Source: an optimization exercise on an open RTL-to-GDS flow (aim: small area, a short achievable clock period and few clock cycles). Production flows keep margins and buffers that such runs may drop. Only simulation tests tie the RTL to the original design; equivalence was not proved.

==> inputs of 07-15 <==
==> flow/design.v (excerpt) <==
module best_fit_coalescing_allocator #(
	parameter int MAX_EXTENTS = bfca_pkg::MAX_EXTENTS_DEFAULT
) (
	input  wire logic               clk,
	input  wire logic               arst_n,
	input  wire logic               start,
	output logic                    busy,
	input  wire bfca_pkg::request_t request,
	output logic                    done,
	output bfca_pkg::result_t       result,
	input  wire logic               cfg_wr_en,
	input  wire logic               cfg_index,
	input  wire logic [31:0]        cfg_data
);
	localparam int NE = 64;
	localparam int RW = 6;
	localparam int CW = 7;
	localparam logic [CW-1:0] HELD_MAX = CW'(NE);
	localparam logic [1:0] OP_ALLOC = 2'd0;
	localparam logic [1:0] OP_FREE  = 2'd1;
	localparam logic [1:0] OP_CLEAR = 2'd2;
	localparam logic [1:0] OP_RES   = 2'd3;
	logic              init_q;
	logic [CW-1:0]     held_q;
	logic [31:0]       free_total_q;
	logic [31:0]       base_q;
	logic [31:0]       plen_q;
	bfca_pkg::result_t result_q;
	logic              done_q;
	logic [NE-1:0]     v_q;
	logic [NE-1:0]     d_q;
	logic [31:0]       s_q  [NE];
	logic [31:0]       n_q  [NE];
	logic [RW-1:0]     sr_q [NE];
	logic [RW-1:0]     lr_q [NE];
	logic              p_full_q;
	logic [1:0]        p_cmd_q;
	logic [31:0]       p_len_q;
	logic [31:0]       p_lm1_q;
	logic [31:0]       p_addr_q;
	logic              e_full_q;
	logic [1:0]        e_op_q;
	logic              e_isa_q;    
	bfca_pkg::status_t e_rst_q;    
	logic [31:0]       e_len_q;
	logic [31:0]       e_lm1_q;
	logic [31:0]       e_addr_q;
  ...
make LEC_CHECK=0 CAP_MARGIN=20 CORE_MARGIN=2 CORE_UTILIZATION=40 SLEW_MARGIN=20 finish   # period 11.0 ns
run.sh (not shown) runs the stock make flow with config.mk's settings and CLKGATE_MAP_FILE= SYNTH_SCRIPT=/design/flow/synth_recipe.tcl, a recipe that flattens the netlist after the stock synthesis.
==> 03-18 (differences from 07-15) <==
--- a/flow/design.v
+++ b/flow/design.v
@@ -80,10 +80,12 @@
 	logic [32:0]       e_al_q;     
 	logic [CW-1:0]     e_m_q;      
 	logic [RW-1:0]     e_mm1_q;    
 	logic [RW-1:0]     e_mp1_q;    
 	logic [CW-1:0]     e_k_q;      
+	logic [CW-1:0]     e_kp1f_q;   
+	logic [CW-1:0]     e_mp1f_q;   
 	logic [RW-1:0]     e_r0_q;     
 	logic [RW-1:0]     e_r1_q;     
 	logic [RW-1:0]     e_r2_q;     
 	logic [RW-1:0]     e_r3_q;     
 	logic              e_walk_q;
@@ -184,12 +186,18 @@
 	logic          sel_b_p;
 	logic [NE-1:0] sel_a;
 	logic [NE-1:0] sel_b;
 	assign pend_a    = pend_q && (e_isa_q || pend_s_q);
 	assign pend_b    = pend_q && pend_s_q;
-	assign exists_a  = e_isa_q ? (m_eff != held_q) : (e_walk_q || (k_eff != '0));
-	assign exists_b  = (k_eff != held_q);
+	logic m_nh;
+	logic k_nh;
+	logic k_nz;
+	assign m_nh      = c_l ? (e_mp1f_q != held_q) : (e_m_q != held_q);
+	assign k_nh      = c_s ? (e_kp1f_q != held_q) : (e_k_q != held_q);
+	assign k_nz      = c_s || (e_k_q != '0);
+	assign exists_a  = e_isa_q ? m_nh : (e_walk_q || k_nz);
+	assign exists_b  = k_nh;
 	assign sel_a_reg = v_q & hit_a & ~(pend_a ? pt_q : '0);
 	assign sel_b_reg = v_q & hit_b & ~(pend_b ? pt_q : '0);
 	assign sel_a_p   = pend_a && exists_a && !(|sel_a_reg);
 	assign sel_b_p   = pend_b && exists_b && !(|sel_b_reg);
 	assign sel_a     = sel_a_reg | (sel_a_p ? pt_q : '0);
@@ -254,11 +262,11 @@
 	bfca_add32 u_arem (.a(pa_n), .b(~e_len_q), .cin(1'b1), .y(a_rem_w));
 	bfca_add32 u_ans (.a(pa_s), .b(e_len_q), .cin(1'b0), .y(a_ns_w));
 	assign a_rem   = a_rem_w[31:0];
 	assign a_ns    = a_ns_w[31:0];
 	assign a_rz    = (pa_n == e_len_q);
-	assign a_nofit = (m_eff == held_q);
+	assign a_nofit = !m_nh;
 	logic        f_pv;
 	logic        f_nx;
 	logic        f_jn;
 	logic        f_jp;
 	logic        f_pe_eq;
@@ -267,12 +275,12 @@
 	logic [32:0] f_ln;
 	logic [32:0] f_lp;
 	logic [33:0] f_lb;
 	logic [31:0] f_m;
 	logic [31:0] f_ns;
-	assign f_pv   = e_walk_q || (k_eff != '0);
-	assign f_nx   = (k_eff != held_q);
+	assign f_pv   = e_walk_q || k_nz;
+	assign f_nx   = k_nh;
 	assign f_jn   = f_nx && (e_al_q == {1'b0, pb_s});
 	bfca_sum_eq u_fpe (.x(pa_s), .y(pa_n), .z(e_addr_q), .eq(f_pe_eq));
 	assign f_jp   = f_pv && f_pe_eq;
 	assign f_full = !f_jn && !f_jp && (held_q == HELD_MAX);
 	assign f_walk = f_pv && pa_d;
@@ -500,22 +508,25 @@
 			e_al_q   <= {1'b0, p_addr_q} + {1'b0, p_len_q};
 			if (p_alloc) begin
 				e_m_q   <= p_c0;
 				e_mm1_q <= p_c_m1[RW-1:0];
 				e_mp1_q <= p_c_p1[RW-1:0];
+				e_mp1f_q <= p_c_p1;
 			end else begin
 				e_k_q   <= p_c0;
+				e_kp1f_q <= p_c_p1;
 				e_r0_q  <= p_c_m2[RW-1:0];
 				e_r1_q  <= p_c_m1[RW-1:0];
 				e_r2_q  <= p_c0[RW-1:0];
 				e_r3_q  <= p_c_p1[RW-1:0];
 			end
 			e_walk_q <= 1'b0;
 			e_vec_q  <= p_vec;
 		end else if (e_free && f_walk) begin
 			e_walk_q <= 1'b1;
 			e_k_q    <= k_eff;
+			e_kp1f_q <= k_eff + CW'(1);
 			e_r1_q   <= e_walk_q ? (e_r1_q - RW'(1)) : (k_eff[RW-1:0] - RW'(2));
 			e_r2_q   <= k_eff[RW-1:0];
 			e_vec_q  <= e_vec;
 		end
 		if (upd && wr_new) begin
==> run notes <==
status=stopped before the end; Fail Step=global routing; Tool Error=[ERROR GRT-0116] Global routing finished with congestion. Check the congestion regions in the DRC Viewer.; post-CTS resize count=673; dpl hpwl=5210000 um; clock sink count=5656; sequential element share of the synthesized area=31.0%; Placed Area=753000 sq um; Post-synth EDFFs=5469; synth cell count leaders=5469 x edfxtp_1, 5254 x maj3_1, 4603 x a21oi_1; Post-CTS Setup Inserts=108; GR Util met1=96.5%; Post-Syn Area=545000 sq um; Compound-Gate Fraction of Synth Area=26.3%; gpl congestion=1.53; Synth Area in XOR/XNOR=6.66%
-- figures above: 03-18

==> run notes <==
clock sink count=5648; Post-Syn Area=543000 sq um; dpl hpwl=5410000 um; post-CTS resize count=571; Compound-Gate Fraction of Synth Area=26.3%; Placed Area=757000 sq um; Synth Area in XOR/XNOR=6.54%; Post-synth EDFFs=5461; Fail Step=global routing; Tool Error=[ERROR GRT-0116] Global routing finished with congestion. Check the congestion regions in the DRC Viewer.; DP Cell Count=99000; GR Util met1=97.2%; Post-CTS Setup Inserts=159; syn nets=65200; status=stopped before the end; Syn Area/Cell=8.51 sq um
-- figures above: 07-15

Testbench counts of 07-15, summed over its fixed seeds: cycles 9,624.
Testbench counts of 03-18, summed over its fixed seeds: cycles 9,624.
